Context: an optimization exercise on an open-source flow, tuned for small area, a short achievable clock period and few clock cycles per item. The choices shown serve that exercise and are no tape-out recipe.
Power and IR drop assume default switching activity.

Setup of run 1:
## exec_stage
module exec_stage (
    input  logic        clock,
    input  logic        reset,
    input  logic        issue_valid,
    input  logic [1:0]  issue_fu,
    input  logic [3:0]  issue_func,
    input  logic [1:0]  opa_select,
    input  logic [2:0]  opb_select,
    input  logic [31:0] inst,
    input  logic [31:0] pc,
    input  logic [31:0] rs1_value,
    input  logic [31:0] rs2_value,
    input  logic [4:0]  issue_tag,
    input  logic        complete_credit,
    output logic [2:0]  fu_free,
    output logic        complete_valid,
    output logic [1:0]  complete_fu,
    output logic [4:0]  complete_tag,
    output logic [31:0] complete_result,
    output logic        complete_take
);
==> flow/config.mk <==
export PLATFORM = sky130hd
export DESIGN_NAME = exec_stage
export DESIGN_NICKNAME = exec_stage
export VERILOG_FILES = /design/flow/design.v
export SDC_FILE = /design/flow/constraint.sdc
export NUM_CORES = 4
export LEC_CHECK = 0
export CAP_MARGIN = 20
export CORE_MARGIN = 2
export CORE_UTILIZATION = 40
export PLACE_DENSITY = 0.5
export SETUP_SLACK_MARGIN = 4.8
export SLEW_MARGIN = 20
==> flow/constraint.sdc <==
create_clock -name core_clock -period 8.0 [get_ports {clock}]
set_input_delay 1.6000 -clock core_clock [delete_from_list [all_inputs] [get_ports {clock}]]
set_output_delay 1.6000 -clock core_clock [all_outputs]
set_load 0.01 [all_outputs]
run.sh (not shown) runs the stock make flow with config.mk's settings and CLKGATE_MAP_FILE= SYNTH_SCRIPT=/design/flow/synth_recipe.tcl, a recipe that flattens the netlist after the stock synthesis.
Run 1: flow completed, timing, DRC and antenna clean
#### Input delta (run 2 over run 1)
--- a/flow/design.v
+++ b/flow/design.v
@@ -674,61 +674,43 @@
                  | ({32{x_sel[S_AND]}} & (x_a & x_bx))
                  | ({32{x_sel[S_OR]}}  & (x_a | x_bx))
                  | ({32{x_sel[S_XOR]}} & (x_a ^ x_bx))
                  | {31'b0, (x_sel[S_SLT] & x_lt) | (x_sel[S_SLTU] & x_ltu)}
                  | ({32{x_sel[S_SL] | x_sel[S_SR]}} & sh_out);
     logic        pa_v, pb_v, r_v;
     logic        m_busy;
     logic [1:0]  m_cnt;
     logic [1:0]  credits;
     logic        has_credit;
     logic        m_last, m_first;
     logic        grant_x, grant_pa, grant_pb, grant_mul, granted;
-    function automatic logic [3:0] arbitrate(input logic credit, input logic mul_first,
-                                             input logic pa, input logic pb, input logic x,
-                                             input logic mul);
-        arbitrate = 4'b0000;
-        if (credit) begin
-            if (mul_first)  arbitrate = 4'b0001;    
-            else if (pa)    arbitrate = 4'b0100;
-            else if (pb)    arbitrate = 4'b0010;
-            else if (x)     arbitrate = 4'b1000;
-            else if (mul)   arbitrate = 4'b0001;
-        end
-    endfunction
-    logic x_v_n, pa_v_n, pb_v_n, r_v_n, m_busy_n, m_first_n, has_credit_n;
-    logic m_free, m_step;
-    logic park_a, park_b;
-    logic [1:0] credits_next;
-    assign x_v_n        = issue_valid && (issue_fu != 2'd1);
-    assign pa_v_n       = park_a || (pa_v && !grant_pa);
-    assign pb_v_n       = park_b || (pb_v && !grant_pb);
-    assign r_v_n        = m_last || (r_v && !grant_mul);
-    assign m_busy_n     = m_free ? (issue_valid && (issue_fu == 2'd1)) : m_busy;
-    assign m_first_n    = m_free || (m_first && !m_step);
-    assign has_credit_n = (credits_next != 2'd0);
-    always_ff @(posedge clock) begin
-        if (reset) begin
-            {grant_x, grant_pa, grant_pb, grant_mul} <= 4'b0000;
-        end else begin
-            {grant_x, grant_pa, grant_pb, grant_mul} <=
-                arbitrate(has_credit_n, r_v_n && m_busy_n && m_first_n, pa_v_n, pb_v_n, x_v_n,
-                          r_v_n);
+    always_comb begin
+        grant_x   = 1'b0;
+        grant_pa  = 1'b0;
+        grant_pb  = 1'b0;
+        grant_mul = 1'b0;
+        if (has_credit) begin
+            if (r_v && m_busy && m_first) grant_mul = 1'b1;    
+            else if (pa_v)                grant_pa  = 1'b1;
+            else if (pb_v)                grant_pb  = 1'b1;
+            else if (x_v)                 grant_x   = 1'b1;
+            else if (r_v)                 grant_mul = 1'b1;
         end
     end
     assign granted = grant_x | grant_pa | grant_pb | grant_mul;
     assign fu_free = {(grant_x & x_br) | grant_pb, m_last, (grant_x & ~x_br) | grant_pa};
     logic [31:0] pa_res, pb_res;
     logic [4:0]  pa_tag, pb_tag;
     logic        pb_take;
+    logic        park_a, park_b;
     assign park_a = x_v && !x_br && !grant_x;
     assign park_b = x_v &&  x_br && !grant_x;
     always_ff @(posedge clock) begin
         if (reset) begin
             pa_v <= 1'b0;
             pb_v <= 1'b0;
         end else begin
             if (park_a)        pa_v <= 1'b1;
             else if (grant_pa) pa_v <= 1'b0;
             if (park_b)        pb_v <= 1'b1;
             else if (grant_pb) pb_v <= 1'b0;
         end
@@ -746,24 +728,25 @@
     end
     logic [31:0] m_a, m_b;
     logic        m_a32, m_uext;
     logic [3:0]  m_one, m_two, m_neg;
     logic [33:0] m_s, m_c;
     logic        m_ci;
     logic [7:0]  m_ls, m_lc;
     logic        m_hi;
     logic [4:0]  m_tag;
     logic        r_hi;
     logic [4:0]  r_tag;
     logic [31:0] mh_res;
+    logic        m_free, m_step;
     logic        in_asgn, in_bsgn, in_a32, in_uext;
     assign in_asgn = (issue_func == MUL) || (issue_func == MULH) || (issue_func == MULHSU);
     assign in_bsgn = (issue_func == MUL) || (issue_func == MULH);
     assign in_a32  = in_asgn & opa[31];
     assign in_uext = ~in_bsgn & opb[31];
     assign m_free = !m_busy || m_last;
     assign m_step = m_busy && (!m_first || !r_v || grant_mul);
     logic [7:0]  m_abyte_next, m_corr_a, m_corr_b;
     logic [33:0] m_s_in, m_c_in;
     logic [41:0] m_sum, m_carry;
     logic [7:0]  m_low;
     logic        m_cout;
@@ -847,24 +830,25 @@
     end
     logic [39:0] mh_a, mh_b, mh_k, mh_x, mh_y, mh_sum;
     assign mh_a = {m_s[31:0], m_ls};
     assign mh_b = {m_c[31:0], m_lc};
     assign mh_k = {32'h55555555, 8'h00};
     assign mh_x = mh_a ^ mh_b ^ mh_k;
     assign mh_y = {(mh_a[38:0] & mh_b[38:0]) | (mh_a[38:0] & mh_k[38:0]) | (mh_b[38:0] & mh_k[38:0]),
                    1'b0};
     exec_prefix_add #(.N(40)) u_mh_add (
         .a(mh_x), .b(mh_y), .cin(m_ci), .sum(mh_sum), .cout()
     );
     assign mh_res = r_hi ? mh_sum[39:8] : {mh_sum[7:0], m_s[23:0]};
+    logic [1:0] credits_next;
     assign credits_next = credits + {1'b0, complete_credit} - {1'b0, granted};
     always_ff @(posedge clock) begin
         if (reset) begin
             credits        <= 2'd2;
             has_credit     <= 1'b1;
             complete_valid <= 1'b0;
         end else begin
             credits        <= credits_next;
             has_credit     <= (credits_next != 2'd0);
             complete_valid <= granted;
         end
     end
[summary]
- As of run 2, placed cell area had fallen slightly compared to run 1.
- Worst hold-check slack: run 1 vs run 2 — no meaningful difference
- Run 2 can be clocked slower than run 1.
- Run 2 against run 1: post-route worst setup slack dropped 0.051 ns; routed wire length grew by about 2.2%; number of clock sinks fell 3; reported leakage power saw little to no change; proportion of power drawn by combinational gates saw an increase.
- Area: run 2 vs run 1 -> run 2 larger
- Buffering stage count on the worst path with inverters included in run 2 vs run 1: down 1
- Power in run 2 is 1.4% higher than in run 1
- Share of post-route cells with drive strength above 1 was higher in the run labelled run 2.
- Run 2 against run 1; detailed router's first-iteration violation count is down by a few percent.
No run of this note included a check of the RTL's function; only the layout flow was run.

==> port drivers added, routing unchanged <==
How much do the figures lean on ideal ports? The routed layouts below were timed once more, with nothing changed but the port constraints.
Step 1 sets driving cells, clkbuf_16 on the clock port and buf_2 on the other inputs (assumed; they add their load-dependent delay and slew).
Step 2, shift: input delay + t, output delay - t, t = (earliest + latest rising clock arrival at the registers) / 2. This alone moves slack from input paths to output paths.
Three values: no drivers, after step 1, after step 2; two values: the first two.
run	t, ns	setup WS [ns]	latest minus earliest clock arrival (ns)	pins driven straight from the clock port
run 1	0.677	4.289 / 4.289 / 4.195	0.069 / 0.070	1
run 2	0.680	4.238 / 4.238 / 4.176	0.022 / 0.022	1
After both steps every run listed still meets setup and hold. The setup slack of run 1, which loses most, moves by 0.000 ns with the drivers and by -0.094 ns with both steps.
